Background: an optimization exercise with open tools, aiming at small area, a short achievable clock period and few clock cycles per item. Do not read the settings as production practice.
At most, simulation tests tie the RTL to the original design; equivalence was not proved.
The RTL of runs 4 and 5 was laid out without a check of its function.
Power is estimated from default activity; no workload was simulated.

==> flow/config.mk <==
export PLATFORM = sky130hd
export DESIGN_NAME = stream_record_player
export DESIGN_NICKNAME = stream_record_player
export VERILOG_FILES = /design/flow/design.v
export SDC_FILE = /design/flow/constraint.sdc
export NUM_CORES = 4
export LEC_CHECK = 0
export CAP_MARGIN = 20
export CORE_MARGIN = 2
export CORE_UTILIZATION = 40
export CTS_BUF_LIST = sky130_fd_sc_hd__clkbuf_16
export CTS_CLUSTER_DIAMETER = 80
export CTS_CLUSTER_SIZE = 30
export SETUP_SLACK_MARGIN = 3.0
export SLEW_MARGIN = 20
==> flow/constraint.sdc <==
create_clock -name core_clock -period 5.0 [get_ports {clk}]
set_input_delay 1.0000 -clock core_clock [delete_from_list [all_inputs] [get_ports {clk}]]
set_output_delay 1.0000 -clock core_clock [all_outputs]
set_load 0.01 [all_outputs]
==> flow/design.v <==
module stream_record_player #(
    parameter int DATA_WIDTH = 8,
    parameter int ADDR_WIDTH = 8
) (
    input  logic                  clk,
    input  logic                  reset,
    input  logic                  record,
    input  logic                  play,
    input  logic                  loop,
    input  logic [DATA_WIDTH-1:0] in_data,
    input  logic                  in_valid,
    input  logic                  in_last,
    output logic                  in_ready,
    output logic [DATA_WIDTH-1:0] out_data,
    output logic                  out_valid,
    output logic                  out_last,
    input  logic                  out_ready,
    output logic [ADDR_WIDTH:0]   stored_len,
    output logic                  overflow,
    output logic                  busy
);
    localparam int                  DEPTH    = 1 << ADDR_WIDTH;
    localparam int                  SPB      = 3;                   
    localparam int                  SP       = 1 << SPB;            
    localparam int                  NTAP     = DEPTH / SP;
    localparam int                  TB       = ADDR_WIDTH - SPB;    
    localparam int                  TLB      = 3;                   
    localparam int                  TL       = 1 << TLB;
    localparam int                  TH       = NTAP / TL;
    localparam int                  DL       = SP;                  
    localparam int                  FD       = 10;                  
    localparam int                  FB       = 4;                   
    localparam logic [ADDR_WIDTH:0] PTR_ONE  = {{ADDR_WIDTH{1'b0}}, 1'b1};
    localparam logic [ADDR_WIDTH:0] LAST_IDX = {1'b0, {ADDR_WIDTH{1'b1}}};
    localparam logic [ADDR_WIDTH-1:0] PH_START = ADDR_WIDTH'(SP - 2);
    localparam logic [ADDR_WIDTH-1:0] WPOS0    = PH_START + ADDR_WIDTH'(2);
    logic loop_req;
    assign loop_req = loop;
    logic                   rec_cap, rec_done;
    logic                   rec_cap_n, rec_done_n;
    logic                   play_run, play_done;
    logic                   play_run_n, play_done_n;
    logic                   rec_idle, play_idle;
    logic                   ov;          
    logic [ADDR_WIDTH:0]    wr_ptr;      
    logic                   in_accept;
    logic                   out_hs;
    logic                   cap_start;
    logic                   cap_end;
    logic                   has_data;    
    assign rec_idle  = !rec_cap && !rec_done;
    assign play_idle = !play_run && !play_done;
    assign in_accept = in_valid & rec_cap;
    assign out_hs    = ov & out_ready;
    always_comb begin
        rec_cap_n  = 1'b0;
        rec_done_n = 1'b0;
        if (record) begin
            if (rec_idle) begin
                rec_cap_n = play_idle;
            end else if (rec_cap) begin
                if (in_accept && (in_last || (wr_ptr == LAST_IDX))) rec_done_n = 1'b1;
                else rec_cap_n = 1'b1;
            end else begin
                rec_done_n = 1'b1;
            end
        end
    end
    assign cap_start = !rec_cap && rec_cap_n;
    assign cap_end   = rec_cap && !rec_cap_n;
    always_comb begin
        play_run_n  = 1'b0;
        play_done_n = 1'b0;
        if (play) begin
            if (play_idle) begin
                if (!record && !rec_cap) begin
                    play_run_n  = has_data;
                    play_done_n = !has_data;
                end
            end else if (play_run) begin
                if (out_hs && out_last && !loop_req) play_done_n = 1'b1;
                else play_run_n = 1'b1;
            end else begin
                play_done_n = 1'b1;
            end
        end
    end
    always_ff @(posedge clk or posedge reset) begin
        if (reset) begin
            rec_cap    <= 1'b0;
            rec_done   <= 1'b0;
            in_ready   <= 1'b0;
            play_run   <= 1'b0;
            play_done  <= 1'b0;
            busy       <= 1'b0;
            stored_len <= '0;
            has_data   <= 1'b0;
            overflow   <= 1'b0;
        end else begin
            rec_cap   <= rec_cap_n;
            rec_done  <= rec_done_n;
            in_ready  <= rec_cap_n;
            play_run  <= play_run_n;
            play_done <= play_done_n;
            busy      <= rec_cap_n || rec_done_n || play_run_n || play_done_n;
            if (cap_start) begin
                overflow <= 1'b0;
            end
            if (cap_end) begin
                stored_len <= wr_ptr + {{ADDR_WIDTH{1'b0}}, in_accept};
                has_data   <= (wr_ptr != '0) || in_accept;
                if (in_accept && (wr_ptr == LAST_IDX) && !in_last) overflow <= 1'b1;
            end
        end
    end
    always_ff @(posedge clk) begin
        if (cap_start)      wr_ptr <= '0;
        else if (in_accept) wr_ptr <= wr_ptr + PTR_ONE;
    end
    logic                   cap_start_d;
    logic                   flush_d;
    always_ff @(posedge clk or posedge reset) begin
        if (reset) begin
            cap_start_d <= 1'b1;
            flush_d     <= 1'b1;
        end else begin
            cap_start_d <= cap_start;
            flush_d     <= cap_start || (play_run && !play);
        end
    end
    logic [ADDR_WIDTH-1:0]  phase;
    logic [ADDR_WIDTH-1:0]  phase1;
    assign phase1 = phase + 1'b1;
    always_ff @(posedge clk) begin
        phase <= cap_start ? PH_START : phase1;
    end
    logic [DATA_WIDTH-1:0]  dl_data [DL];
    logic [DL-1:0]          pend;        
    logic [DL-1:0]          pend_n;
    logic [DL-1:0]          wsel;        
    logic [DL-1:0]          wsel_n;
    logic [DATA_WIDTH-1:0]  wdata;
    logic                   wr_en;
    logic [ADDR_WIDTH:0]    wcnt;        
    logic [SPB-1:0]         wpa;
    logic [TL-1:0]          wsl;
    logic [TH-1:0]          wsh;
    logic [NTAP-1:0]        wtap;
    always_ff @(posedge clk) begin
        dl_data[0] <= in_data;
        for (int i = 1; i < DL; i++) dl_data[i] <= dl_data[i-1];
    end
    always_comb begin
        wdata = '0;
        for (int i = 0; i < DL; i++) wdata = wdata | ({DATA_WIDTH{wsel[i]}} & dl_data[i]);
    end
    assign wr_en = (|wsel) && (wpa == '0);
    always_comb begin
        pend_n[0] = in_accept;
        for (int i = 1; i < DL; i++)
            pend_n[i] = pend[i-1] && !(wr_en && wsel[i-1]) && !cap_start_d;
        for (int i = 0; i < DL; i++) begin
            wsel_n[i] = pend_n[i];
            for (int k = i + 1; k < DL; k++) wsel_n[i] = wsel_n[i] && !pend_n[k];
        end
    end
    always_ff @(posedge clk) begin
        pend <= pend_n;
        wsel <= wsel_n;
        if (cap_start_d)  wcnt <= '0;
        else if (wr_en)   wcnt <= wcnt + PTR_ONE;
        if (cap_start_d) begin
            wpa <= WPOS0[SPB-1:0];
            for (int l = 0; l < TL; l++) wsl[l] <= (WPOS0[SPB+TLB-1:SPB] == TLB'(l));
            for (int h = 0; h < TH; h++) wsh[h] <= (WPOS0[ADDR_WIDTH-1:SPB+TLB] == (TB-TLB)'(h));
        end else if (!wr_en) begin
            wpa <= wpa + 1'b1;
            if (wpa == '1) begin
                wsl <= {wsl[TL-2:0], wsl[TL-1]};
                if (wsl[TL-1]) wsh <= {wsh[TH-2:0], wsh[TH-1]};
            end
        end
    end
    always_comb begin
        for (int j = 0; j < NTAP; j++) wtap[j] = wr_en && wsh[j / TL] && wsl[j % TL];
    end
    logic [DATA_WIDTH-1:0]  ring [DEPTH];
    always_ff @(posedge clk) begin
        for (int p = 0; p < DEPTH; p++) begin
            if ((p % SP) == 0 && wtap[p / SP])
                ring[p] <= wdata;
            else
                ring[p] <= ring[(p + DEPTH - 1) % DEPTH];
        end
    end
    logic [ADDR_WIDTH:0]    nf;          
    logic [ADDR_WIDTH:0]    nfp;         
    logic [SPB-1:0]         rpa;         
    logic [TL-1:0]          rsl;         
    logic [TH-1:0]          rsh;         
    logic                   rinc;        
    logic                   restart;
    logic                   wrap_p;      
    logic                   fetch_ok;    
    logic                   fetch;
    logic                   flast;
    logic                   avail;
    logic [DATA_WIDTH-1:0]  rdata;
    logic [DATA_WIDTH-1:0]  rgrp [TH];
    always_comb begin
        for (int h = 0; h < TH; h++) begin
            rgrp[h] = '0;
            for (int l = 0; l < TL; l++)
                rgrp[h] = rgrp[h] | ({DATA_WIDTH{rsl[l]}} & ring[(h * TL + l) * SP]);
        end
        rdata = '0;
        for (int h = 0; h < TH; h++) rdata = rdata | ({DATA_WIDTH{rsh[h]}} & rgrp[h]);
    end
    logic [FD-1:0]          occ;         
    logic [FB-1:0]          fwp, frp;
    logic [DATA_WIDTH:0]    fmem [FD];
    logic                   pop;
    logic                   fready;      
    logic [DATA_WIDTH:0]    rreg;
    logic                   rinfl;
    logic [FB-1:0]          fwp_d;
    assign avail    = (nf != wcnt) && (!rec_cap || (nfp != wcnt));
    assign flast    = !rec_cap && (nfp == stored_len);
    assign fetch_ok = avail && (rpa == '0) && !restart;
    assign fetch    = fetch_ok && !occ[FD-1];
    assign restart  = flush_d || wrap_p;
    assign rinc     = (rpa == '1);
    assign fready   = occ[1] || (occ[0] && !rinfl);
    always_ff @(posedge clk) begin
        wrap_p <= fetch && flast;
        if (restart) begin
            nf  <= '0;
            nfp <= PTR_ONE;
            rpa <= phase1[SPB-1:0];
            for (int l = 0; l < TL; l++) rsl[l] <= (phase1[SPB+TLB-1:SPB] == TLB'(l));
            for (int h = 0; h < TH; h++) rsh[h] <= (phase1[ADDR_WIDTH-1:SPB+TLB] == (TB-TLB)'(h));
        end else begin
            if (fetch) begin
                nf  <= nfp;
                nfp <= nfp + PTR_ONE;
            end else begin
                rpa <= rpa + 1'b1;
            end
            if (rinc) begin
                rsl <= {rsl[TL-2:0], rsl[TL-1]};
                if (rsl[TL-1]) rsh <= {rsh[TH-2:0], rsh[TH-1]};
            end
        end
    end
    always_ff @(posedge clk) begin
        if (flush_d) begin
            occ <= '0;
            fwp <= '0;
            frp <= '0;
        end else begin
            if (fetch && !pop) occ <= {occ[FD-2:0], 1'b1};
            if (pop && !fetch) occ <= {1'b0, occ[FD-1:1]};
            if (fetch) fwp <= (fwp == FB'(FD - 1)) ? '0 : fwp + 1'b1;
            if (pop)   frp <= (frp == FB'(FD - 1)) ? '0 : frp + 1'b1;
        end
        rinfl <= fetch;
        rreg  <= {flast, rdata};
        fwp_d <= fwp;
        if (rinfl) fmem[fwp_d] <= rreg;
    end
    assign pop = play_run_n && (!ov || out_ready) && fready && !flush_d;
    always_ff @(posedge clk or posedge reset) begin
        if (reset) begin
            out_valid <= 1'b0;
            ov        <= 1'b0;
        end else begin
            if (!play_run_n || flush_d) begin
                out_valid <= 1'b0;
                ov        <= 1'b0;
            end else if (!ov || out_ready) begin
                out_valid <= fready;
                ov        <= fready;
            end
        end
    end
    always_ff @(posedge clk) begin
        if (pop) {out_last, out_data} <= fmem[frp];
    end
endmodule
==> flow/run.sh <==
#!/bin/bash
# synth_recipe.tcl (not shown) runs the flow's synth.tcl, then flattens the netlist and writes it again
# the make line also repeats each setting of config.mk as NAME=value (left out here)
make -C /OpenROAD-flow-scripts/flow DESIGN_CONFIG=/design/flow/config.mk WORK_HOME=/design/flow/orfs CLKGATE_MAP_FILE= SYNTH_SCRIPT=/design/flow/synth_recipe.tcl finish
==> out/qor.yml, run 1 <==
start_util: 0.4039
antenna_found_initial: 4
p_int_mw: 24.87
grt_pass1_wl_mm: 164.1
path_cells: "buf_6"
htreeDepth: 3
syn_to_final_growth_pct: 13.66
yosys_warnings: 4
fin_ws_ns: 2.720
place_ws_ns: 1.547
synth_area_leader_cell: "dfxtp_1"
r2r_setup_slack_ns: 2.87
r2r-end: "occ[6]"
ir_worst_vdd_mv: 0.2766
avgSynthCellArea_sq_um: 15.05
rows: 138
cp_max_fo: 2
vias_per_cell: 4.570
maxSlewViolCount: 0
drt-pass1-iter-count: 5
port_buffers: 37
final.setup.tns_ns: 0
synth_flop_cell: "dfxtp_1"
hold_depth: 0
cp-start-kind: "register"
drt_iter0_markers: 2015
worstMarginPinSlew_ns: 1.082
synth_top_area_share: 0.7758
avgRoutedWirePerCell_um: 19.15
slowest_delay_ns: 0.43
drt-total-wl_mm: 112.8
power.density_mw_per_mm2: 516.2
layout_common_cells: "dfxtp_1 (2176), nand2_1 (244), o21ai_0 (152)"
report.final.setup_viol: 0
fp.dieH_um: 382.3
synthTopCellsByArea: "dfxtp_1 (78%), edfxtp_1 (6.0%), a22oi_1 (2.3%)"
final_common_cell: "dfxtp_1"
slowest_stage: "dfrtp_1"
grt_use_total: 0.1492
fmax_ghz: 0.4386
dr_total_vias: 26910
rsz0062_at_grt: "yes"
cts_root_buf: "clkbuf_16"
drv_cap: 0
worstReg2RegStart: "nfp[7]"
min_period_ns: 2.280
place_congestion: 0.7664
final_hold_viol_count: 0
grt_max_degree: 38
die_w_um: 382.3
finClkSkew_ns: 0.02553
post-route-period-util: 0.4560
pwr-share-seq: 0.601
p_clk_frac: 0.268
clock_sink_count: 2352
crit_start: "stored_len[4]"
clk_pin_slew_ns: 0.11
arrival_ns: 1.28
p_sw_frac: 0.2597
fin_nets: 4002
ctsLongestPathBuffers: 3
synth_cell_type_count: 67
synth-seq-cells: 2352
synth-edff-count: 114
power_frac_comb: 0.131
fin_total_pwr_mw: 33.60
syn_inst: 3804
whs_endpoint: "ring[199][1]"
final_antenna_net_count: 0
die-area_sq_mm: 0.1462
cts.hold.buffers_added: 0
path_delay_family: "flip-flops"
layout-drive-gt1-share: 0.1596
outcome: "finished clean"
syn_nets: 3836
yosysSeqAreaShare: 0.8440
rr_worst_depth: 10
grt_overflow: 0
leakage_nw: 24.00
slew_headroom: 0.2780
synth_area_sq_mm: 0.05726
floorplan.core_area_sq_mm: 0.1418
post-dp-hpwl_mm: 60.34
cts_buffers: 91
hold_path.class: "register to register"
cts_tree: "done"
io_pins: 38
synthArstFlopShare: 0.008078
drc: 0
clock_latency_ns: 0.71
hold_start: "ring[198][1]"
grt_pass1_vias: 26090
critPathCaptureType: "primary output"
cp_data_required_time_ns: 4.00
path_buf_inv: 1
worstSetupPathType: "register to primary output"
p_sw_mw: 8.724
logic make-up (layout without fill, tap and decap cells):
family,Yosys count,after routing,synth area share
mux,58,58,0.01414
compound gates,550,552,0.05848
other cells,0,2,0
buf+inv,178,347,0.01685
fa+ha+maj,16,16,0.003496
flops,2352,2352,0.8440
simple gates,593,615,0.05437
xor+xnor,57,57,0.008719
layer usage:
layer  vias up  global-route usage  part of all wire
li1      13030                   -                 -
met1     13250              0.2188              0.49
met2       491              0.2285              0.44
met3       139             0.02318             0.049
met4         0             0.04163             0.027
met5         -                   0                 0
worst max-delay path by stage:
stage                     to  depth (start not counted)  slack [ns]
4_1_cts        stored_len[4]                          1        2.65
3_3_place_gp          occ[2]                          9        1.64
2_1_floorplan         occ[1]                          9        2.20
3_5_place_dp          occ[4]                          8        1.55
5_1_grt        stored_len[4]                          1        2.65
6_report       stored_len[4]                          1        2.72
synth_stat cells, types with 16 or more instances:
cell,n
dfxtp_1,2219
nand2_1,322
o21ai_0,258
a22oi_1,176
edfxtp_1,114
clkbuf_1,97
nor2_1,78
a21oi_1,48
nand4_1,41
xnor2_1,39
buf_6,37
mux2i_1,37
nand3_4,30
nand3_1,28
inv_1,22
mux4_2,18
xor2_1,18
dfrtp_1,17
ha_1,16
nor3_1,16
o21ai_1,16
power by group through the flow:
stage / combinational, mW / sequential (mW) / clock (mW)
final: 4.39 / 20.2 / 9.01
after global routing: 4.56 / 20.3 / 9.88
after CTS: 3.87 / 20.2 / 9.23
after detailed placement: 2.77 / 20.7 / 0
after global placement: 2.75 / 20.6 / 0
after floorplan: 1.58 / 20.3 / 0
timing repair:
item                       in CTS  in global routing
setup endpoints to repair     397                233
cloned                         27                  6
pin swaps                      72                 94
resized for setup             319                257
buffers inserted               86                 37
per-stage QoR:
step             util  hold WS [ns]  cells  instance area, sq um
5_1_grt        0.4591        0.3174   5887                 65080
3_3_place_gp   0.4200        0.3095   5611                 59530
3_5_place_dp   0.4200        0.3121   5611                 59540
6_report       0.4591        0.3258   5889                 65080
2_1_floorplan       -        0.3096   3804                 57350
4_1_cts        0.4511        0.3275   5844                 63950
area by class of cell:
type | instances | area (sq um)
inverters | 24 | 105.1
clock inverters | 25 | 266.5
flip-flops and latches | 2352 | 48430
clock buffers | 95 | 2377
well taps | 1890 | 2365
fillers | 12230 | 76680
diodes | 2 | 5.005
repair buffers | 203 | 2211
multi-input cells | 1298 | 9318
registers in the layout (all words and copies together), names as in the netlist, 8 cells and up:
name        flops
wsel            8
wsl             8
phase           8
out_data        8
ring         2048
nf              9
wcnt            9
wr_ptr          9
stored_len      9
dl_data        64
rreg            9
fmem           90
nfp             9
rsl             8
occ            10
Testbench counts, summed over its fixed seeds: cycles 56,241, items 34,689.
==> run 2: changes to the inputs <==
--- a/flow/config.mk
+++ b/flow/config.mk
@@ -5,6 +5,7 @@
 export SDC_FILE = /design/flow/constraint.sdc
 export NUM_CORES = 4
 export LEC_CHECK = 0
+export ABC_AREA = 1
 export CAP_MARGIN = 20
 export CORE_MARGIN = 2
 export CORE_UTILIZATION = 40
==> out/qor.yml, run 2 <==
hold_start: "ring[172][6]"
leakage_nw: 26.68  # +11%
arrival_ns: 1.29  # about the same
synth_area_sq_mm: 0.05819  # +1.6%
port_buffers: 37  # unchanged
whs_endpoint: "ring[173][6]"
path_delay_family: "flip-flops"
synth_flop_cell: "dfxtp_1"
clock_latency_ns: 0.70  # about the same
cp_max_fo: 2  # unchanged
yosysMostFrequentCell: "dfxtp_1"
place_ws_ns: 1.635  # +0.08814 ns
cts_tree: "done"
syn_nets: 4552  # +19%
rsz0062_at_grt: "yes"
maxSlewViolCount: 0  # unchanged
dr_total_vias: 29930  # +11%
rr_worst_depth: 6  # -4
fin_nets: 4688  # +17%
avgRoutedWirePerCell_um: 17.74  # -7.3%
final_hold_viol_count: 0  # unchanged
fin_ws_ns: 2.708  # -0.01248 ns
rows: 139  # +0.72%
grt_overflow: 0  # unchanged
ctsLongestPathBuffers: 3  # unchanged
vias_per_cell: 4.546  # -0.51%
ir_worst_vdd_mv: 0.2915  # +5.4%
cts_buffers: 91  # unchanged
worstReg2RegStart: "rsl[3]"
grt_max_degree: 73  # +92%
die-area_sq_mm: 0.1485  # +1.6%
htreeDepth: 3  # unchanged
syn_inst: 4520  # +19%
seq_area_sq_mm: 0.04838  # -0.12%
final_antenna_net_count: 0  # unchanged
start_util: 0.4041  # about the same
grt_pass1_vias: 28860  # +11%
fillers: 12920  # +5.7%
regMostFlops: "ring"
yosysSeqAreaShare: 0.8305  # -0.01347
outcome: "finished clean"
cts_root_buf: "clkbuf_16"
post-route-period-util: 0.4585  # +0.002496
min_period_ns: 2.292  # +0.01248 ns
antenna_found_initial: 2  # -2
slowest_delay_ns: 0.45  # +0.02 ns
cp.depth: 1  # unchanged
drt-total-wl_mm: 116.8  # +3.6%
synth_area_leader_cell: "dfxtp_1"
grt_use_total: 0.1516  # +0.002457
clock_sink_count: 2352  # unchanged
drt-pass1-iter-count: 5  # unchanged
cp-start-kind: "register"
layout-drive-gt1-share: 0.1022  # -0.05744
synth_cell_type_count: 47  # -30%
critPathCaptureType: "primary output"
synth-edff-count: 114  # unchanged
slowest_stage: "dfrtp_2"
syn_to_final_growth_pct: 12.36
synthTopCellsByCount: "dfxtp_1 (2219), nand2_1 (990), o21ai_0 (383), inv_1 (126), clkbuf_1 (121)"
r2r-end: "rreg[5]"
largest_reg_flops: 2048  # unchanged
drv_cap: 0  # unchanged
hold_path.class: "register to register"
multiInputGateArea_sq_mm: 0.009392  # +0.79%
reg_top3: "ring: 2048 flops, fmem: 90 flops, dl_data: 64 flops"
cts.hold.buffers_added: 0  # unchanged
hold_depth: 0  # unchanged
clk_pin_slew_ns: 0.10  # about the same
worstSetupPathType: "register to primary output"
synth-seq-cells: 2352  # unchanged
yosys_warnings: 4  # unchanged
final.setup.tns_ns: 0  # unchanged
fin_total_pwr_mw: 34.76  # +3.5%
worstMarginPinSlew_ns: 0.9058  # -0.1758 ns
r2r_setup_slack_ns: 2.91  # +0.04 ns
grt_pass1_wl_mm: 172.1  # +4.9%
io_pins: 38  # unchanged
fp.dieH_um: 385.4  # +0.80%
fmax_ghz: 0.4362  # -0.54%
floorplan.core_area_sq_mm: 0.1440  # +1.6%
finish.utilization: 0.4540  # -0.005097
finClkSkew_ns: 0.02618  # +0.0006480 ns
path_cells: "buf_6"
avgSynthCellArea_sq_um: 12.87  # -14%
synth_top_area_share: 0.7634  # -0.01238
cp_data_required_time_ns: 4.00  # about the same
final_common_cell: "dfxtp_1"
drt_iter0_markers: 2194  # +8.9%
synthArstFlopShare: 0.008078  # unchanged
place_congestion: 0.7921  # +3.4%
die_w_um: 385.4  # +0.80%
synthTopCellsByArea: "dfxtp_1 (76%), nand2_1 (6.4%), edfxtp_1 (5.9%)"
post-dp-hpwl_mm: 68.24  # +13%
drc: 0  # unchanged
path_buf_inv: 1  # unchanged
report.final.setup_viol: 0  # unchanged
slew_headroom: 0.3939  # +0.1159
power.density_mw_per_mm2: 531.7  # +3.0%
layout_common_cells: "dfxtp_1 (2197), nand2_1 (959), o21ai_0 (337)"
## run 2: cell count changes after synthesis, moves of 19 or more
cell | previous run | this run
xnor2_1 | 39 | 14
a22oi_1 | 176 | 12
clkbuf_1 | 97 | 121
nand3_4 | 30 | 0
nand2_1 | 322 | 990
nor2_1 | 78 | 119
o21ai_0 | 258 | 383
nand3_1 | 28 | 59
a22o_1 | 2 | 21
inv_1 | 22 | 126
buf_6 | 37 | 3
nand4_1 | 41 | 87
mux2i_1 | 37 | 0
## run 2: metrics by stage
| stage | area, sq um | instances | hold WS (ns) |
|---|---|---|---|
| 3_5_place_dp | 60670 | 6338 | 0.3121 |
| 5_1_grt | 65370 | 6581 | 0.3135 |
| 2_1_floorplan | 58290 | 4520 | 0.3096 |
| 4_1_cts | 64200 | 6513 | 0.3033 |
| 3_3_place_gp | 60670 | 6338 | 0.3095 |
| 6_report | 65380 | 6583 | 0.3034 |
## run 2: worst max-delay path by stage
stage	startpoint	to	slack (ns)
final	stored_len[5]	stored_len[5]	2.71
after global routing	out_data[7]	out_data[7]	2.64
after global placement	flush_d	occ[2]	1.71
after floorplan	record	occ[0]	2.54
after CTS	stored_len[3]	stored_len[3]	2.64
after detailed placement	flush_d	occ[0]	1.63
## run 2: where the power goes
part	switching, mW	internal [mW]	total, mW
Sequential	0.699	20.3	21.0
Clock	5.40	3.45	8.85
Combinational	3.46	1.45	4.91
## run 2: cells by family (layout without fill, tap and decap cells)
| kind of cell | count (synthesis) | in the layout | synth area share |
|---|---|---|---|
| and+or+nand+nor | 1306 | 1311 | 0.09242 |
| xor gates and xnor gates | 34 | 34 | 0.005118 |
| other | 0 | 2 | 0 |
| adders and majority gates | 16 | 16 | 0.003440 |
| AOI/OAI and AO/OA | 510 | 510 | 0.04802 |
| buffers and inverters | 302 | 455 | 0.02051 |
| DFF | 2352 | 2352 | 0.8305 |
## run 2: area by class of cell
type / count / share of cell area
Sequential cell: 2352 / 0.7399
Multi-Input combinational cell: 1871 / 0.1437
Tap cell: 1903 / 0.03642
Clock buffer: 93 / 0.03560
Timing Repair Buffer: 198 / 0.03196
Inverter: 141 / 0.008784
Clock inverter: 22 / 0.003464
Timing Repair inverter: 1 / 0.0001148
Antenna cell: 2 / 0.00007655
## run 2: timing repair
action | CTS | global route
resized for setup | 233 | 152
pin swaps | 25 | 57
cloned | 6 | 11
setup endpoints to repair | 389 | 334
buffers inserted | 54 | 57
## run 2: layer usage
metal	vias to the layer above	global-route usage	routed length, um
li1	14670	-	-
met1	14570	0.2148	56590
met2	552	0.2418	52630
met3	139	0.02029	4782
met4	0	0.04604	2795
met5	-	0	0
==> run 3: changes to the inputs <==
--- a/flow/config.mk
+++ b/flow/config.mk
@@ -5,12 +5,11 @@
 export SDC_FILE = /design/flow/constraint.sdc
 export NUM_CORES = 4
 export LEC_CHECK = 0
-export ABC_AREA = 1
 export CAP_MARGIN = 20
 export CORE_MARGIN = 2
 export CORE_UTILIZATION = 40
 export CTS_BUF_LIST = sky130_fd_sc_hd__clkbuf_16
 export CTS_CLUSTER_DIAMETER = 80
 export CTS_CLUSTER_SIZE = 30
-export SETUP_SLACK_MARGIN = 3.0
+export SETUP_SLACK_MARGIN = 2.6
 export SLEW_MARGIN = 20
==> out/qor.yml, run 3 <==
synth_top_family_by_area: "compound AO/OA/AOI/OAI gates"
report.final.setup_viol: 0  # unchanged
drt-total-wl_mm: 102.1  # -13%
worstSetupPathType: "register to primary output"
avgSynthCellArea_sq_um: 15.05  # +17%
drc: 0  # unchanged
yosysSeqAreaShare: 0.8440  # +0.01347
post-route-period-util: 0.4677  # +0.009158
largest_reg_flops: 2048  # unchanged
power_frac_comb: 0.094  # -0.047
cp_max_fo: 2  # unchanged
grt_overflow: 0  # unchanged
p_int_mw: 23.99  # -4.8%
synthTopCellsByCount: "dfxtp_1 (2219), nand2_1 (322), o21ai_0 (258), a22oi_1 (176), edfxtp_1 (114)"
syn_inst: 3804  # -16%
post_layout_nonfiller_instances: 5766  # -12%
rr_worst_depth: 6  # unchanged
final_antenna_net_count: 0  # unchanged
finish.utilization: 0.4405  # -0.01347
grt_max_degree: 38  # -48%
drv_cap: 0  # unchanged
place_congestion: 0.7496  # -5.4%
regMostFlops: "ring"
slowest_delay_ns: 0.40  # -0.05 ns
antenna_found_initial: 0  # -2
vias_per_cell: 4.454  # -2.0%
synth_xor_area_frac: 0.008719  # +0.003601
pwr-share-seq: 0.630  # +0.026
whs_endpoint: "ring[210][2]"
slowest_stage: "dfrtp_1"
synth_flop_cell: "dfxtp_1"
drt-pass1-iter-count: 5  # unchanged
fp.dieH_um: 382.3  # -0.79%
p_sw_mw: 8.090  # -15%
rows: 138  # -0.72%
post-dp-hpwl_mm: 59.85  # -12%
path_buf_inv: 1  # unchanged
grt_pass1_vias: 24970  # -13%
slew_headroom: 0.3486  # -0.04537
cp_data_required_time_ns: 4.00  # about the same
clock_latency_ns: 0.73  # +0.03 ns
dr_total_vias: 25680  # -14%
r2r_setup_slack_ns: 2.68  # -0.23 ns
synth_simple_gate_area_frac: 0.05437  # -0.03805
rsz0062_at_grt: "no"
start_util: 0.4039  # about the same
hold_depth: 0  # unchanged
p_sw_frac: 0.2522  # -0.02291
fmax_ghz: 0.4277  # -2.0%
layout_common_cells: "dfxtp_1 (2194), nand2_1 (321), o21ai_0 (258)"
worstMarginPinSlew_ns: 0.9736  # +0.06781 ns
synthAdderAreaFrac: 0.003496  # +0.00005578
cts_root_buf: "clkbuf_16"
arrival_ns: 1.34  # +0.05 ns
fin_nets: 3883  # -17%
port_buffers: 37  # unchanged
synth_compound_area_frac: 0.05848  # +0.01046
synth_top_area_share: 0.7758  # +0.01238
r2r-end: "rreg[0]"
antenna_cells: 0  # -2
drt_iter0_markers: 1874  # -15%
final_common_cell: "dfxtp_1"
synthArstFlopShare: 0.008078  # unchanged
synth-seq-cells: 2352  # unchanged
die-area_sq_mm: 0.1462  # -1.6%
yosys_warnings: 4  # unchanged
floorplan.core_area_sq_mm: 0.1418  # -1.6%
maxSlewViolCount: 0  # unchanged
syn_nets: 3836  # -16%
min_period_ns: 2.338  # +0.04579 ns
synth_area_sq_mm: 0.05726  # -1.6%
grt_use_total: 0.1383  # -0.01334
final.setup.tns_ns: 0  # unchanged
hold_path.class: "register to register"
grt_pass1_wl_mm: 153.6  # -11%
avgRoutedWirePerCell_um: 17.71  # -0.21%
cp-start-kind: "register"
p_clk_frac: 0.276  # +0.021
layout-drive-gt1-share: 0.08024  # -0.02194
synth-edff-count: 114  # unchanged
cts_tree: "done"
leakage_nw: 23.13  # -13%
ir_worst_vdd_mv: 0.2836  # -2.7%
finClkSkew_ns: 0.04161  # +0.01543 ns
outcome: "finished clean"
hold_start: "ring[209][2]"
clk_pin_slew_ns: 0.10  # about the same
synthTopCellsByArea: "dfxtp_1 (78%), edfxtp_1 (6.0%), a22oi_1 (2.3%)"
htreeDepth: 3  # unchanged
cts.hold.buffers_added: 0  # unchanged
critPathCaptureType: "primary output"
reg_top3: "ring: 2048 flops, fmem: 90 flops, dl_data: 64 flops"
ctsLongestPathBuffers: 3  # unchanged
clock_sink_count: 2352  # unchanged
die_w_um: 382.3  # -0.79%
synth_area_leader_cell: "dfxtp_1"
cts_buffers: 91  # unchanged
worstReg2RegStart: "rsl[7]"
power.density_mw_per_mm2: 513.8  # -3.4%
final_hold_viol_count: 0  # unchanged
synth_cell_type_count: 67  # +43%
path_delay_family: "flip-flops"
synth_mux_area_frac: 0.01414  # +0.01414
dp.cells: 5612  # -11%
fin_total_pwr_mw: 32.08  # -7.7%
path_cells: "clkdlybuf4s15_2"
syn_to_final_growth_pct: 9.064
io_pins: 38  # unchanged
yosysMostFrequentCell: "dfxtp_1"
## run 3: cell count changes in the layout (fill, tap and decap cells not counted), moves of 25 or more
cell	change
a22oi_1	+159
nand2_1	-638
buf_4	-50
inv_1	-95
nor2_4	-31
nand3_4	+29
nand3_1	-27
nand4_1	-46
nor2_1	-26
o21ai_0	-79
mux2i_1	+37
xnor2_1	+25
## run 3: repair_timing
action | in CTS | in global routing
setup buffers | 22 | 12
gates cloned | 1 | 1
pin swaps | 4 | 4
setup endpoints to repair | 339 | 41
gates resized for setup | 89 | 34
## run 3: worst max path at each step
stage | cells after the start | slack [ns] | startpoint | endpoint
floorplan | 9 | 2.20 | record | occ[1]
global placement | 10 | 1.50 | record | occ[8]
detailed placement | 10 | 1.47 | record | occ[4]
CTS | 1 | 2.60 | stored_len[2] | stored_len[2]
global route | 10 | 2.59 | nfp[3] | occ[3]
finish | 1 | 2.66 | stored_len[2] | stored_len[2]
## run 3: routing by layer
layer	share of wire	routed length [um]	global-route usage
met1	0.51	52210	0.2055
met2	0.43	44180	0.2102
met3	0.035	3606	0.01986
met5	0	0	0
met4	0.020	2091	0.03791
## run 3: power by group through the flow
| stage | Clock [mW] | Sequential, mW | Combinational [mW] |
|---|---|---|---|
| final | 8.86 | 20.2 | 3.02 |
| after detailed placement | 0 | 20.7 | 2.75 |
| after global routing | 9.75 | 20.3 | 3.19 |
| after CTS | 9.12 | 20.2 | 2.98 |
| after global placement | 0 | 20.7 | 2.73 |
| after floorplan | 0 | 20.3 | 1.58 |
## run 3: kinds of logic (layout without fill, tap and decap cells)
kind of cell	Yosys count	after routing
AO/OA/AOI/OAI	550	551
multiplexers	58	58
buffers and inverters	178	248
XOR/XNOR	57	57
AND/OR/NAND/NOR	593	594
adder cells (fa/ha/maj)	16	16
flip-flops	2352	2352
## run 3: cell type report
cell class              instances  area, sq um
clock buffers                  93         2327
clock inverters                25        236.5
fillers                     12540        79310
inverters                      24        97.59
multi-input cells            1276         8149
flip-flops and latches       2352        48380
well taps                    1890         2365
repair buffers                106        898.4
## run 3: metrics by stage
stage / setup WS [ns] / area (sq um) / hold slack (ns)
3_5_place_dp: 1.469 / 59500 / 0.3121
3_3_place_gp: 1.499 / 59500 / 0.3095
4_1_cts: 2.602 / 62280 / 0.3140
5_1_grt: 2.589 / 62450 / 0.3132
6_report: 2.662 / 62450 / 0.3101
2_1_floorplan: 2.200 / 57320 / 0.3096
==> run 4: changes to the inputs <==
--- a/flow/design.v
+++ b/flow/design.v
@@ -224,6 +224,7 @@
     logic [DATA_WIDTH:0]    rreg;
     logic                   rinfl;
     logic [FB-1:0]          fwp_d;
+    assign nfp      = nf + PTR_ONE;
     assign avail    = (nf != wcnt) && (!rec_cap || (nfp != wcnt));
     assign flast    = !rec_cap && (nfp == stored_len);
     assign fetch_ok = avail && (rpa == '0) && !restart;
@@ -235,14 +236,12 @@
         wrap_p <= fetch && flast;
         if (restart) begin
             nf  <= '0;
-            nfp <= PTR_ONE;
             rpa <= phase1[SPB-1:0];
             for (int l = 0; l < TL; l++) rsl[l] <= (phase1[SPB+TLB-1:SPB] == TLB'(l));
             for (int h = 0; h < TH; h++) rsh[h] <= (phase1[ADDR_WIDTH-1:SPB+TLB] == (TB-TLB)'(h));
         end else begin
             if (fetch) begin
                 nf  <= nfp;
-                nfp <= nfp + PTR_ONE;
             end else begin
                 rpa <= rpa + 1'b1;
             end
--- a/flow/config.mk
+++ b/flow/config.mk
@@ -11,5 +11,5 @@
 export CTS_BUF_LIST = sky130_fd_sc_hd__clkbuf_16
 export CTS_CLUSTER_DIAMETER = 80
 export CTS_CLUSTER_SIZE = 30
-export SETUP_SLACK_MARGIN = 2.6
+export SETUP_SLACK_MARGIN = 2.8
 export SLEW_MARGIN = 20
==> out/qor.yml, run 4 <==
reg_top3: "ring: 2048 flops, fmem: 90 flops, dl_data: 64 flops"
synth_flop_cell: "dfxtp_1"
critPathCaptureType: "register"
io_pins: 38  # unchanged
cp-start-kind: "register"
synth-seq-cells: 2343  # -0.38%
synthTopCellsByArea: "dfxtp_1 (79%), edfxtp_1 (6.1%), o21ai_0 (2.4%)"
drt-pass1-iter-count: 5  # unchanged
synthArstFlopShare: 0.008109  # +0.00003103
htreeDepth: 3  # unchanged
drt-total-wl_mm: 103.2  # +1.0%
synth_top_area_share: 0.7853  # +0.009483
finish.utilization: 0.4516  # +0.01103
final_hold_viol_count: 0  # unchanged
syn_inst: 3782  # -0.58%
rr_worst_depth: 9  # +3
fmax_ghz: 0.4236  # -0.96%
dr_total_vias: 25970  # +1.1%
post-dp-hpwl_mm: 62.12  # +3.8%
synthTopCellsByCount: "dfxtp_1 (2210), nand2_1 (318), o21ai_0 (269), a22oi_1 (176), clkbuf_1 (131)"
drv_cap: 0  # unchanged
port_buffers: 37  # unchanged
worstMarginPinSlew_ns: 1.075  # +0.1010 ns
rsz0062_at_grt: "yes"
cp_data_required_time_ns: 5.62  # +1.62 ns
synth_area_leader_cell: "dfxtp_1"
final_common_cell: "dfxtp_1"
synth-edff-count: 114  # unchanged
r2r-end: "occ[0]"
clk_pin_slew_ns: 0.11  # about the same
regMostFlops: "ring"
arrival_ns: 2.98  # +1.64 ns
grt_pass1_wl_mm: 153.4  # -0.13%
die-area_sq_mm: 0.1439  # -1.6%
fin_ws_ns: 2.639  # -0.02255 ns
antenna_found_initial: 1  # +1
drt_iter0_markers: 1894  # +1.1%
slowest_delay_ns: 0.45  # +0.05 ns
cts_buffers: 90  # -1.1%
grt_overflow: 0  # unchanged
clock_sink_count: 2343  # -0.38%
rows: 137  # -0.72%
ir_worst_vdd_mv: 0.4209  # +48%
hold_path.class: "register to register"
fin_total_pwr_mw: 32.08  # about the same
grt_use_total: 0.1419  # +0.003656
place_congestion: 0.7851  # +4.7%
final.setup.tns_ns: 0  # unchanged
post_layout_nonfiller_instances: 5803  # +0.64%
layout_common_cells: "dfxtp_1 (2194), nand2_1 (315), o21ai_0 (263)"
avgSynthCellArea_sq_um: 14.90  # -1.0%
cp_max_fo: 6  # +4
fp.dieH_um: 379.3  # -0.80%
clock_latency_ns: 0.70  # -0.03 ns
vias_per_cell: 4.475  # +0.48%
place_ws_ns: 1.439  # -0.02955 ns
hold_depth: 0  # unchanged
yosysSeqAreaShare: 0.8546  # +0.01060
ctsLongestPathBuffers: 3  # unchanged
maxSlewViolCount: 0  # unchanged
grt_pass1_vias: 24820  # -0.61%
dp.cells: 5594  # -0.32%
leakage_nw: 23.61  # +2.0%
path_cells: "nand4_4, o21a_4, o221a_4, o2111ai_4, nand2_4, ha_4, buf_12, nor2_1, a221oi_2"
hold_slack_ns: 0.3002  # -0.009899 ns
slew_headroom: 0.2826  # -0.06592
worstReg2RegStart: "nf[6]"
post-route-period-util: 0.4722  # +0.004510
syn_to_final_growth_pct: 11.98
dpl_cell_area_sq_mm: 0.05894  # -0.94%
cts_tree: "done"
grt_max_degree: 35  # -7.9%
synth_cell_type_count: 61  # -9.0%
final_area_sq_mm: 0.06308  # +1.0%
synth_area_sq_mm: 0.05634  # -1.6%
start_util: 0.4033  # -0.0006481
floorplan.core_area_sq_mm: 0.1397  # -1.4%
fin_nets: 3932  # +1.3%
min_period_ns: 2.361  # +0.02255 ns
report.final.setup_viol: 0  # unchanged
largest_reg_flops: 2048  # unchanged
yosys_warnings: 4  # unchanged
r2r_setup_slack_ns: 2.64  # -0.04 ns
slowest_stage: "dfxtp_2"
finClkSkew_ns: 0.03743  # -0.004178 ns
whs_endpoint: "ring[94][5]"
die_w_um: 379.3  # -0.80%
avgRoutedWirePerCell_um: 17.78  # +0.40%
worstSetupPathType: "register to register"
layout-drive-gt1-share: 0.1007  # +0.02045
outcome: "finished clean"
hold_start: "ring[93][5]"
final_antenna_net_count: 0  # unchanged
yosysMostFrequentCell: "dfxtp_1"
cts.hold.buffers_added: 0  # unchanged
syn_nets: 3814  # -0.57%
drc: 0  # unchanged
power.density_mw_per_mm2: 508.6  # -1.0%
cts_root_buf: "clkbuf_16"
run 4: report_power, final:
part | internal (mW) | total, mW | switching (mW) | leakage, nW
sequential | 19.6 | 20.1 | 0.507 | 19.1
combinational | 1.11 | 3.33 | 2.22 | 3.24
clock | 3.36 | 8.66 | 5.30 | 1.26
total | 24.1 | 32.1 | 8.03 | 23.6
run 4: how the worst max path moves through the flow:
| stage | depth (start not counted) | to | slack (ns) | start |
|---|---|---|---|---|
| after global routing | 12 | occ[2] | 2.52 | nf[0] |
| final | 9 | occ[0] | 2.64 | nf[6] |
| after floorplan | 9 | occ[1] | 2.11 | loop |
| after CTS | 10 | occ[0] | 2.65 | nf[0] |
| after global placement | 10 | occ[2] | 1.47 | record |
| after detailed placement | 10 | occ[3] | 1.44 | record |
run 4: kinds of logic (layout without fill, tap and decap cells):
group,after synthesis,after routing,synth area share
flip-flops,2343,2343,0.8546
buffers and inverters,173,311,0.01206
other,0,4,0
adder cells (fa/ha/maj),16,16,0.003553
multiplexers,51,51,0.01313
AO/OA/AOI/OAI,546,546,0.05934
AND/OR/NAND/NOR,595,598,0.04835
XOR/XNOR,58,58,0.009017
run 4: critical path: cells and delay by family, from the launching register on:
kind,cells,cell delay (ns)
AOI/OAI and AO/OA,4,1.05
DFF,1,0.45
adders and majority gates,1,0.33
and+or+nand+nor,3,0.32
buffers and inverters,1,0.12
run 4: final cells by class:
type,instances,area [sq um]
multi-input cells,1269,8308
diodes,4,10.01
clock inverters,25,255.2
inverters,27,105.1
repair buffers,169,1618
clock buffers,90,2252
fillers,12270,76620
flip-flops and latches,2343,48190
well taps,1876,2347
run 4: what timing repair did:
item,4_1_cts,5_1_grt
buffers inserted,54,29
cloned,4,3
endpoints found under the setup margin,336,328
resized for setup,223,60
pin swaps,18,23
run 4: per-layer routing:
metal,part of all wire,vias to the layer above,track usage
met3,0.039,124,0.02368
met4,0.025,0,0.04253
met2,0.44,360,0.2164
li1,-,12810,-
met5,0,-,0
met1,0.50,12680,0.2067
==> run 5: changes to the inputs <==
--- a/flow/config.mk
+++ b/flow/config.mk
@@ -11,5 +11,6 @@
 export CTS_BUF_LIST = sky130_fd_sc_hd__clkbuf_16
 export CTS_CLUSTER_DIAMETER = 80
 export CTS_CLUSTER_SIZE = 30
-export SETUP_SLACK_MARGIN = 2.8
+export SETUP_SLACK_MARGIN = 3.0
 export SLEW_MARGIN = 20
+export TNS_END_PERCENT = 10
==> out/qor.yml, run 5 <==
cts_tree: "done"
multiInputGateArea_sq_mm: 0.008232  # -0.92%
syn_nets: 3814  # unchanged
drv_cap: 0  # unchanged
fillers: 12220  # -0.35%
synthArstFlopShare: 0.008109  # unchanged
layout-drive-gt1-share: 0.1047  # +0.004013
report.final.setup_viol: 0  # unchanged
grt_pass1_vias: 24730  # -0.37%
die_w_um: 379.3  # unchanged
cp_data_required_time_ns: 5.63  # about the same
drc: 0  # unchanged
leakage_nw: 23.64  # +0.14%
ir_worst_vdd_mv: 0.3097  # -26%
vias_per_cell: 4.486  # +0.23%
yosysMostFrequentCell: "dfxtp_1"
final_hold_viol_count: 0  # unchanged
worstMarginPinSlew_ns: 1.074  # -0.0007658 ns
synthTopCellsByCount: "dfxtp_1 (2210), nand2_1 (318), o21ai_0 (269), a22oi_1 (176), clkbuf_1 (131)"
grt_pass1_wl_mm: 154.3  # +0.58%
cp-start-kind: "register"
post-route-period-util: 0.4756  # +0.003424
min_period_ns: 2.378  # +0.01712 ns
clock_sink_count: 2343  # unchanged
finish.utilization: 0.4513  # about the same
grt_overflow: 0  # unchanged
syn_to_final_growth_pct: 11.90  # about the same
drt-pass1-iter-count: 5  # unchanged
io_pins: 38  # unchanged
finClkSkew_ns: 0.04323  # +0.005796 ns
power.density_mw_per_mm2: 510.7  # +0.42%
hold_depth: 0  # unchanged
cts_buffers: 91  # +1.1%
synth_flop_cell: "dfxtp_1"
drt-total-wl_mm: 104.7  # +1.5%
antenna_found_initial: 4  # +3
reg_top3: "ring: 2048 flops, fmem: 90 flops, dl_data: 64 flops"
final.setup.tns_ns: 0  # unchanged
seq_area_sq_mm: 0.04820  # about the same
synth-seq-cells: 2343  # unchanged
synth_top_area_share: 0.7853  # unchanged
rr_worst_depth: 11  # +2
worstReg2RegStart: "nf[0]"
slew_headroom: 0.2815  # -0.001154
final_antenna_net_count: 0  # unchanged
syn_inst: 3782  # unchanged
port_buffers: 37  # unchanged
synth_cell_type_count: 61  # unchanged
ctsLongestPathBuffers: 3  # unchanged
clock_latency_ns: 0.70  # about the same
avgRoutedWirePerCell_um: 18.01  # +1.3%
maxSlewViolCount: 0  # unchanged
place_congestion: 0.7812  # -0.50%
whs_endpoint: "ring[47][1]"
fmax_ghz: 0.4205  # -0.72%
yosys_warnings: 4  # unchanged
rsz0062_at_grt: "yes"
outcome: "finished clean"
r2r_setup_slack_ns: 2.62  # -0.02 ns
final_common_cell: "dfxtp_1"
floorplan.core_area_sq_mm: 0.1397  # unchanged
critPathCaptureType: "register"
largest_reg_flops: 2048  # unchanged
synth_area_sq_mm: 0.05634  # unchanged
grt_max_degree: 35  # unchanged
htreeDepth: 3  # unchanged
cts_root_buf: "clkbuf_16"
avgSynthCellArea_sq_um: 14.90  # unchanged
grt_use_total: 0.1437  # +0.001784
fin_nets: 3948  # +0.41%
hold_start: "ring[46][1]"
hold_path.class: "register to register"
post-dp-hpwl_mm: 62.37  # +0.40%
arrival_ns: 3.01  # +0.03 ns
layout_common_cells: "dfxtp_1 (2186), nand2_1 (315), o21ai_0 (265)"
synthTopCellsByArea: "dfxtp_1 (79%), edfxtp_1 (6.1%), o21ai_0 (2.4%)"
start_util: 0.4033  # unchanged
r2r-end: "occ[0]"
clk_pin_slew_ns: 0.11  # about the same
regMostFlops: "ring"
rows: 137  # unchanged
synth_area_leader_cell: "dfxtp_1"
drt_iter0_markers: 1792  # -5.4%
fp.dieH_um: 379.3  # unchanged
yosysSeqAreaShare: 0.8546  # unchanged
cp_max_fo: 5  # -1
synth-edff-count: 114  # unchanged
dr_total_vias: 26080  # +0.42%
worstSetupPathType: "register to register"
die-area_sq_mm: 0.1439  # unchanged
## run 5: cell counts after synthesis
Identical to the previous run, type by type.
## run 5: worst max path at each step
stage / start / to / slack (ns) / cells past startpoint
CTS: stored_len[0] / stored_len[0] / 2.67 / 1
detailed placement: record / occ[1] / 1.40 / 10
global route: nf[0] / occ[6] / 2.52 / 13
floorplan: loop / occ[1] / 2.11 / 9
finish: nf[0] / occ[0] / 2.62 / 11
global placement: record / occ[2] / 1.47 / 10
## run 5: logic make-up after synthesis
kind of cell | synth area share
multiplexers | 0.01313
AND/OR/NAND/NOR | 0.04835
buffers and inverters | 0.01206
XOR/XNOR | 0.009017
AO/OA/AOI/OAI | 0.05934
flip-flops | 0.8546
adder cells (fa/ha/maj) | 0.003553
## run 5: repair_timing
action / 4_1_cts / 5_1_grt
resized for setup: 191 / 84
buffers inserted: 61 / 39
hold buffers: 0 / 0
endpoints found under the setup margin: 390 / 370
pin swaps: 14 / 28
gates cloned: 6 / 2
## run 5: worst max-delay path, cell delays in order (launching register included)
cell and delay (ns):
dfxtp_4 0.40, ha_4 0.17, nand3_4 0.08, or3_4 0.39, and4b_2 0.27, o2111ai_4 0.13, nand2_4 0.11, ha_4 0.19
buf_6 0.13, buf_4 0.13, buf_6 0.10, a221oi_2 0.20
## run 5: where the power goes
group          internal, mW  leakage, nW  total [mW]  switching [mW]
combinational          1.15         3.27        3.40            2.25
sequential             19.6         19.1        20.1           0.506
clock                  3.40         1.26        8.70            5.29
total                  24.1         23.6        32.2            8.05
## run 5: layout make-up
cell class,instances,area share
Sequential cell,2343,0.7646
Multi-Input combinational cell,1272,0.1306
Tap cell,1876,0.03723
Clock buffer,92,0.03652
Timing Repair Buffer,181,0.02612
Clock inverter,20,0.003136
Inverter,27,0.001746
Antenna cell,3,0.0001191
## run 5: layer usage
metal	track usage	up-vias	part of all wire
met5	0	-	0.00011
met4	0.03931	2	0.021
met3	0.02341	134	0.043
met2	0.2203	394	0.44
met1	0.2102	12730	0.50
li1	-	12820	-
## run 5: stage by stage
stage	instance area (sq um)	instances	hold WS [ns]	setup slack (ns)	total power, mW
final	63040	5814	0.3110	2.622	32.20
after global routing	63040	5812	0.3065	2.523	33.39
after floorplan	56420	3782	0.3096	2.112	21.66
after global placement	58880	5591	0.3096	1.471	23.11
after CTS	62350	5770	0.3069	2.667	32.09
after detailed placement	58880	5591	0.3121	1.399	23.14
==> run 6: changes to the inputs <==
--- a/flow/design.v
+++ b/flow/design.v
@@ -224,7 +224,6 @@
     logic [DATA_WIDTH:0]    rreg;
     logic                   rinfl;
     logic [FB-1:0]          fwp_d;
-    assign nfp      = nf + PTR_ONE;
     assign avail    = (nf != wcnt) && (!rec_cap || (nfp != wcnt));
     assign flast    = !rec_cap && (nfp == stored_len);
     assign fetch_ok = avail && (rpa == '0) && !restart;
@@ -236,12 +235,14 @@
         wrap_p <= fetch && flast;
         if (restart) begin
             nf  <= '0;
+            nfp <= PTR_ONE;
             rpa <= phase1[SPB-1:0];
             for (int l = 0; l < TL; l++) rsl[l] <= (phase1[SPB+TLB-1:SPB] == TLB'(l));
             for (int h = 0; h < TH; h++) rsh[h] <= (phase1[ADDR_WIDTH-1:SPB+TLB] == (TB-TLB)'(h));
         end else begin
             if (fetch) begin
                 nf  <= nfp;
+                nfp <= nfp + PTR_ONE;
             end else begin
                 rpa <= rpa + 1'b1;
             end
--- a/flow/config.mk
+++ b/flow/config.mk
@@ -11,6 +11,6 @@
 export CTS_BUF_LIST = sky130_fd_sc_hd__clkbuf_16
 export CTS_CLUSTER_DIAMETER = 80
 export CTS_CLUSTER_SIZE = 30
-export SETUP_SLACK_MARGIN = 3.0
+export PLACE_DENSITY = 0.75
+export SETUP_SLACK_MARGIN = 2.75
 export SLEW_MARGIN = 20
-export TNS_END_PERCENT = 10
==> out/qor.yml, run 6 <==
yosys_warnings: 4  # unchanged
yosysSeqAreaShare: 0.8440  # -0.01060
hold_path.class: "register to register"
dp.cells: 5612  # +0.38%
final_antenna_net_count: 0  # unchanged
arrival_ns: 1.31  # -1.70 ns
rsz0062_at_grt: "yes"
crit_top_cell: "buf_6"
slowest_delay_ns: 0.39  # about the same
synthTopCellsByArea: "dfxtp_1 (78%), edfxtp_1 (6.0%), a22oi_1 (2.3%)"
synth_area_leader_cell: "dfxtp_1"
clock_sink_count: 2352  # +0.38%
cts_root_buf: "clkbuf_16"
die-area_sq_mm: 0.1462  # +1.6%
synth_flop_cell: "dfxtp_1"
cp_data_required_time_ns: 4.00  # -1.63 ns
finish.utilization: 0.4408  # -0.01046
antenna_found_initial: 2  # -2
clock_latency_ns: 0.69  # about the same
io_pins: 38  # unchanged
syn_inst: 3804  # +0.58%
start_util: 0.4039  # +0.0006481
worstSetupPathType: "register to primary output"
clk_pin_slew_ns: 0.10  # about the same
synth-seq-cells: 2352  # +0.38%
finClkSkew_ns: 0.02176  # -0.02147 ns
fin_nets: 3895  # -1.3%
drv_cap: 0  # unchanged
multiInputGateArea_sq_mm: 0.008172  # -0.73%
dr_total_vias: 26490  # +1.6%
vias_per_cell: 4.588  # +2.3%
drc: 0  # unchanged
maxSlewViolCount: 0  # unchanged
yosysMostFrequentCell: "dfxtp_1"
cp-start-kind: "register"
regMostFlops: "ring"
grt_max_degree: 38  # +8.6%
min_period_ns: 2.313  # -0.06489 ns
synth-edff-count: 114  # unchanged
syn_to_final_growth_pct: 9.134
synth_cell_type_count: 67  # +9.8%
drt_iter0_markers: 1970  # +9.9%
final_common_cell: "dfxtp_1"
post-dp-hpwl_mm: 60.33  # -3.3%
synth_top_area_share: 0.7758  # -0.009483
fin_total_pwr_mw: 31.89  # -0.94%
ctsLongestPathBuffers: 3  # unchanged
cp_max_fo: 3  # -2
dpl_cell_area_sq_mm: 0.05944  # +0.96%
fillers: 12100  # -1.1%
slowest_stage: "dfrtp_1"
final.setup.tns_ns: 0  # unchanged
seq_area_sq_mm: 0.04837  # +0.35%
place_congestion: 0.7728  # -1.1%
drt-total-wl_mm: 100.7  # -3.9%
ir_worst_vdd_mv: 0.3390  # +9.5%
cts.hold.buffers_added: 0  # unchanged
layout-drive-gt1-share: 0.08522  # -0.01948
avgRoutedWirePerCell_um: 17.44  # -3.2%
largest_reg_flops: 2048  # unchanged
worstMarginPinSlew_ns: 0.9557  # -0.1181 ns
drt-pass1-iter-count: 5  # unchanged
floorplan.core_area_sq_mm: 0.1418  # +1.5%
report.final.setup_viol: 0  # unchanged
path_cells: "buf_6, buf_6"
die_w_um: 382.3  # +0.81%
place_ws_ns: 1.562  # +0.1630 ns
reg_top3: "ring: 2048 flops, fmem: 90 flops, dl_data: 64 flops"
final_area_sq_mm: 0.06249  # -0.88%
post_layout_nonfiller_instances: 5775  # -0.67%
grt_pass1_vias: 26220  # +6.0%
grt_use_total: 0.1353  # -0.008385
final_hold_viol_count: 0  # unchanged
leakage_nw: 23.21  # -1.8%
synth_area_sq_mm: 0.05726  # +1.6%
cts_tree: "done"
grt_overflow: 0  # unchanged
slew_headroom: 0.3620  # +0.08049
cts_buffers: 91  # unchanged
rows: 138  # +0.73%
avgSynthCellArea_sq_um: 15.05  # +1.0%
htreeDepth: 3  # unchanged
syn_nets: 3836  # +0.58%
outcome: "finished clean"
synthArstFlopShare: 0.008078  # -0.00003103
synthTopCellsByCount: "dfxtp_1 (2219), nand2_1 (322), o21ai_0 (258), a22oi_1 (176), edfxtp_1 (114)"
fp.dieH_um: 382.3  # +0.81%
hold_slack_ns: 0.3115  # +0.0004720 ns
grt_pass1_wl_mm: 152.9  # -0.92%
post-route-period-util: 0.4626  # -0.01298
fin_ws_ns: 2.687  # +0.06489 ns
port_buffers: 37  # unchanged
critPathCaptureType: "primary output"
fmax_ghz: 0.4323  # +2.8%
power.density_mw_per_mm2: 510.4  # about the same
layout_common_cells: "dfxtp_1 (2193), nand2_1 (321), o21ai_0 (256)"
==> run 6: cell type report <==
cell class,count,area share
well taps,1890,0.03784
repair buffers,119,0.01508
inverters,24,0.001522
diodes,1,0.00004005
multi-input cells,1275,0.1308
flip-flops and latches,2352,0.7741
clock inverters,21,0.003444
clock buffers,93,0.03724
==> run 6: what timing repair did <==
item	in CTS	in global routing
pin swaps	7	9
setup buffers	38	9
resized for setup	127	36
setup endpoints to repair	364	131
hold endpoints to repair	0	0
cloned	1	0
==> run 6: final timing paths <==
| path | from | to | slack [ns] | depth (start not counted) |
|---|---|---|---|---|
| worst max register to register | flush_d | occ[7] | 2.79 | 10 |
| max in group asynchronous | reset | rec_done | 3.75 | 2 |
| min in group asynchronous | reset | play_done | 0.74 | 2 |
| worst min register to register | ring[227][2] | ring[228][2] | 0.31 | 0 |
| worst max-delay path | rec_cap | in_ready | 2.69 | 2 |
| worst min-delay path | ring[227][2] | ring[228][2] | 0.31 | 0 |
==> run 6: layer usage <==
metal	routed length (um)	GRT usage
met5	13	0
met4	2981	0.04593
met3	4866	0.02225
met2	45250	0.2141
met1	47580	0.1887
==> run 6: cells by family after synthesis <==
logic type               count (synthesis)  synth area share
flip-flops                            2352            0.8440
buffers and inverters                  178           0.01685
XOR/XNOR                                57          0.008719
adder cells (fa/ha/maj)                 16          0.003496
multiplexers                            58           0.01414
AND/OR/NAND/NOR                        593           0.05437
AO/OA/AOI/OAI                          550           0.05848
==> run 6: critical path, delay by kind of cell, from the launching register on <==
family / cells / cell delay, ns
buffers and inverters: 2 / 0.24
DFF: 1 / 0.39
==> run 6: report_power, final <==
part           internal [mW]  switching, mW  leakage (nW)
combinational          0.838           2.13          2.74
sequential              19.7          0.522          19.2
clock                   3.45           5.29          1.28
Testbench counts of run 6, summed over its fixed seeds: cycles 56,241, items 34,689.
==> run 7: changes to the inputs <==
--- a/flow/config.mk
+++ b/flow/config.mk
@@ -11,6 +11,5 @@
 export CTS_BUF_LIST = sky130_fd_sc_hd__clkbuf_16
 export CTS_CLUSTER_DIAMETER = 80
 export CTS_CLUSTER_SIZE = 30
-export PLACE_DENSITY = 0.75
 export SETUP_SLACK_MARGIN = 2.75
 export SLEW_MARGIN = 20
==> out/qor.yml, run 7 <==
outcome: "finished clean"
cp-start-kind: "register"
drt_iter0_markers: 1652  # -16%
rr_worst_depth: 12  # +2
power.density_mw_per_mm2: 512.9  # +0.50%
reg_top3: "ring: 2048 flops, fmem: 90 flops, dl_data: 64 flops"
fillers: 12530  # +3.6%
clock_sink_count: 2352  # unchanged
start_util: 0.4039  # unchanged
worstReg2RegStart: "rec_cap"
synth_compound_area_frac: 0.05848  # unchanged
grt_use_total: 0.1423  # +0.006923
avgSynthCellArea_sq_um: 15.05  # unchanged
syn_to_final_growth_pct: 10.19
ir_worst_vdd_mv: 0.2779  # -18%
hold_depth: 0  # unchanged
syn_inst: 3804  # unchanged
vias_per_cell: 4.514  # -1.6%
synth_area_leader_cell: "dfxtp_1"
regMostFlops: "ring"
clk_pin_slew_ns: 0.10  # about the same
finClkSkew_ns: 0.05174  # +0.02998 ns
rows: 138  # unchanged
final_area_sq_mm: 0.06309  # +0.97%
p_sw_frac: 0.2547  # +0.005658
place_congestion: 0.7532  # -2.5%
synth_cell_type_count: 67  # unchanged
dp.cells: 5621  # +0.16%
r2r_setup_slack_ns: 2.76  # -0.03 ns
cts_tree: "done"
whs_endpoint: "ring[114][4]"
final.setup.tns_ns: 0  # unchanged
port_buffers: 37  # unchanged
synth_mux_area_frac: 0.01414  # unchanged
syn_nets: 3836  # unchanged
drc: 0  # unchanged
htreeDepth: 3  # unchanged
final_common_cell: "dfxtp_1"
synth-edff-count: 114  # unchanged
final_hold_viol_count: 0  # unchanged
fmax_ghz: 0.4390  # +1.5%
grt_max_degree: 38  # unchanged
worstMarginPinSlew_ns: 1.160  # +0.2039 ns
cts_buffers: 91  # unchanged
synth_top_family_by_area: "compound AO/OA/AOI/OAI gates"
finish.utilization: 0.4451  # +0.004254
pwr-share-seq: 0.623  # -0.010
dr_total_vias: 26300  # -0.72%
yosysMostFrequentCell: "dfxtp_1"
maxSlewViolCount: 0  # unchanged
synth_top_area_share: 0.7758  # unchanged
seq_area_sq_mm: 0.04838  # about the same
synthArstFlopShare: 0.008078  # unchanged
min_period_ns: 2.278  # -0.03528 ns
ctsLongestPathBuffers: 3  # unchanged
synth_flop_cell: "dfxtp_1"
rsz0062_at_grt: "yes"
grt_pass1_vias: 25370  # -3.2%
die-area_sq_mm: 0.1462  # unchanged
layout-drive-gt1-share: 0.09835  # +0.01313
leakage_nw: 23.48  # +1.2%
fp.dieH_um: 382.3  # unchanged
synth_xor_area_frac: 0.008719  # unchanged
power_frac_comb: 0.106  # +0.013
p_sw_mw: 8.242  # +3.8%
synth_simple_gate_area_frac: 0.05437  # unchanged
post-dp-hpwl_mm: 62.63  # +3.8%
grt_pass1_wl_mm: 157.7  # +3.1%
avgRoutedWirePerCell_um: 18.19  # +4.3%
synthTopCellsByArea: "dfxtp_1 (78%), edfxtp_1 (6.0%), a22oi_1 (2.3%)"
layout_common_cells: "dfxtp_1 (2191), nand2_1 (321), o21ai_0 (255)"
synth_area_sq_mm: 0.05726  # unchanged
hold_slack_ns: 0.2888  # -0.02268 ns
r2r-end: "occ[6]"
largest_reg_flops: 2048  # unchanged
report.final.setup_viol: 0  # unchanged
yosys_warnings: 4  # unchanged
hold_start: "ring[113][4]"
clock_latency_ns: 0.71  # +0.02 ns
drv_cap: 0  # unchanged
yosysSeqAreaShare: 0.8440  # unchanged
antenna_found_initial: 4  # +2
final_antenna_net_count: 0  # unchanged
cp_max_fo: 2  # -1
grt_overflow: 0  # unchanged
floorplan.core_area_sq_mm: 0.1418  # unchanged
multiInputGateArea_sq_mm: 0.008270  # +1.2%
arrival_ns: 1.28  # -0.03 ns
drt-total-wl_mm: 106.0  # +5.3%
post-route-period-util: 0.4556  # -0.007056
synthAdderAreaFrac: 0.003496  # unchanged
drt-pass1-iter-count: 5  # unchanged
cts_root_buf: "clkbuf_16"
post_layout_nonfiller_instances: 5827  # +0.90%
path_delay_family: "flip-flops"
p_clk_frac: 0.271  # -0.003
hold_path.class: "register to register"
synth-seq-cells: 2352  # unchanged
p_int_mw: 24.12  # +0.70%
cts.hold.buffers_added: 0  # unchanged
fin_nets: 3941  # +1.2%
dpl_cell_area_sq_mm: 0.05955  # +0.19%
die_w_um: 382.3  # unchanged
critPathCaptureType: "primary output"
path_cells: "buf_6"
cp_data_required_time_ns: 4.00  # about the same
path_buf_inv: 1  # -1
synthTopCellsByCount: "dfxtp_1 (2219), nand2_1 (322), o21ai_0 (258), a22oi_1 (176), edfxtp_1 (114)"
slowest_stage: "dfrtp_1"
slew_headroom: 0.2258  # -0.1361
worstSetupPathType: "register to primary output"
slowest_delay_ns: 0.43  # +0.04 ns
io_pins: 38  # unchanged
-- run 7: cell counts after synthesis --
Identical to the previous run, type by type.
-- run 7: area by class of cell --
| type | count | area share |
|---|---|---|
| Sequential cell | 2352 | 0.7668 |
| Multi-Input combinational cell | 1282 | 0.1311 |
| Inverter | 24 | 0.001487 |
| Tap cell | 1890 | 0.03748 |
| Clock inverter | 28 | 0.004264 |
| Timing Repair Buffer | 158 | 0.02275 |
| Antenna cell | 2 | 0.00007933 |
| Clock buffer | 91 | 0.03609 |
-- run 7: worst max path at each step --
stage | from | slack, ns | endpoint | cells after the start
finish | stored_len[4] | 2.72 | stored_len[4] | 1
floorplan | record | 2.20 | occ[1] | 9
detailed placement | record | 1.40 | occ[2] | 10
global route | rec_cap | 2.62 | occ[8] | 12
global placement | record | 1.46 | occ[7] | 10
CTS | stored_len[4] | 2.65 | stored_len[4] | 1
-- run 7: kinds of logic after synthesis --
| group | after synthesis |
|---|---|
| simple gates | 593 |
| fa+ha+maj | 16 |
| xor+xnor | 57 |
| flops | 2352 |
| buf+inv | 178 |
| mux | 58 |
| compound gates | 550 |
-- run 7: power groups by stage --
stage | sequential [mW] | combinational (mW) | clock (mW)
after CTS | 20.2 | 3.32 | 9.03
after detailed placement | 20.8 | 2.68 | 0
after global routing | 20.3 | 3.62 | 9.68
after global placement | 20.8 | 2.67 | 0
final | 20.2 | 3.41 | 8.77
after floorplan | 20.3 | 1.58 | 0
-- run 7: per-layer routing --
layer | routed length [um] | global-route usage | share of wire | vias to the layer above
met1 | 54060 | 0.2127 | 0.51 | 12990
met4 | 1679 | 0.03412 | 0.016 | 0
met3 | 4182 | 0.02101 | 0.039 | 95
li1 | - | - | - | 12850
met2 | 46070 | 0.2166 | 0.43 | 365
met5 | 0 | 0 | 0 | -
-- run 7: through the flow --
stage	power (mW)	setup slack [ns]
2_1_floorplan	21.91	2.200
3_3_place_gp	23.48	1.461
3_5_place_dp	23.51	1.401
4_1_cts	32.53	2.648
5_1_grt	33.58	2.616
6_report	32.36	2.722
-- run 7: repair_timing --
action | 4_1_cts | 5_1_grt
setup buffers | 55 | 20
pin swaps | 10 | 15
setup endpoints to repair | 360 | 106
gates cloned | 4 | 5
gates resized for setup | 150 | 31
-- run 7: worst register-to-register path, stage by stage, from the launching register on --
cell and delay, ns:
dfrtp_2 0.44, buf_6 0.12, buf_8 0.12, nor2_4 0.12
a32oi_4 0.15, nor4_4 0.31, buf_6 0.15, ha_4 0.18
buf_6 0.14, mux2i_1 0.18, nor2_1 0.06, a21oi_1 0.11
nor2_1 0.05

[what the ideal ports hide]
The results above use ideal ports. As a check the final layouts listed here were re-extracted and re-timed, cells and wires unchanged.
Step 1, drivers: a clkbuf_16 drives clk and a buf_2 each remaining input, both assumed.
Step 2 moves the port delays by t, midway between the first and last clock arrival at a register: inputs arrive t later, outputs are due t later. That takes back most of the time a late clock gives input paths.
Three values: ideal ports, drivers, drivers and shift; two values: the first two.
run | shift t [ns] | setup slack, ns | hold WS [ns] | clock arrival spread, ns
run 1 | 0.774 | 2.720 / 2.643 / 2.196 | 0.326 / 0.326 / 0.326 | 0.025 / 0.025
run 2 | 0.776 | 2.708 / 2.632 / 2.399 | 0.303 / 0.303 / 0.303 | 0.050 / 0.050
run 3 | 0.780 | 2.662 / 2.586 / 2.002 | 0.310 / 0.310 / 0.310 | 0.043 / 0.043
run 4 | 0.766 | 2.639 / 2.639 / 1.958 | 0.300 / 0.300 / 0.300 | 0.047 / 0.047
run 5 | 0.756 | 2.622 / 2.622 / 1.970 | 0.311 / 0.311 / 0.311 | 0.049 / 0.049
run 6 | 0.760 | 2.687 / 2.610 / 2.120 | 0.311 / 0.311 / 0.311 | 0.030 / 0.031
run 7 | 0.764 | 2.722 / 2.643 / 2.088 | 0.289 / 0.289 / 0.289 | 0.059 / 0.059
After both steps every run listed still meets setup and hold. For run 4, which loses most, drivers alone change the setup slack by 0.000 ns; drivers and shift together by -0.681 ns.
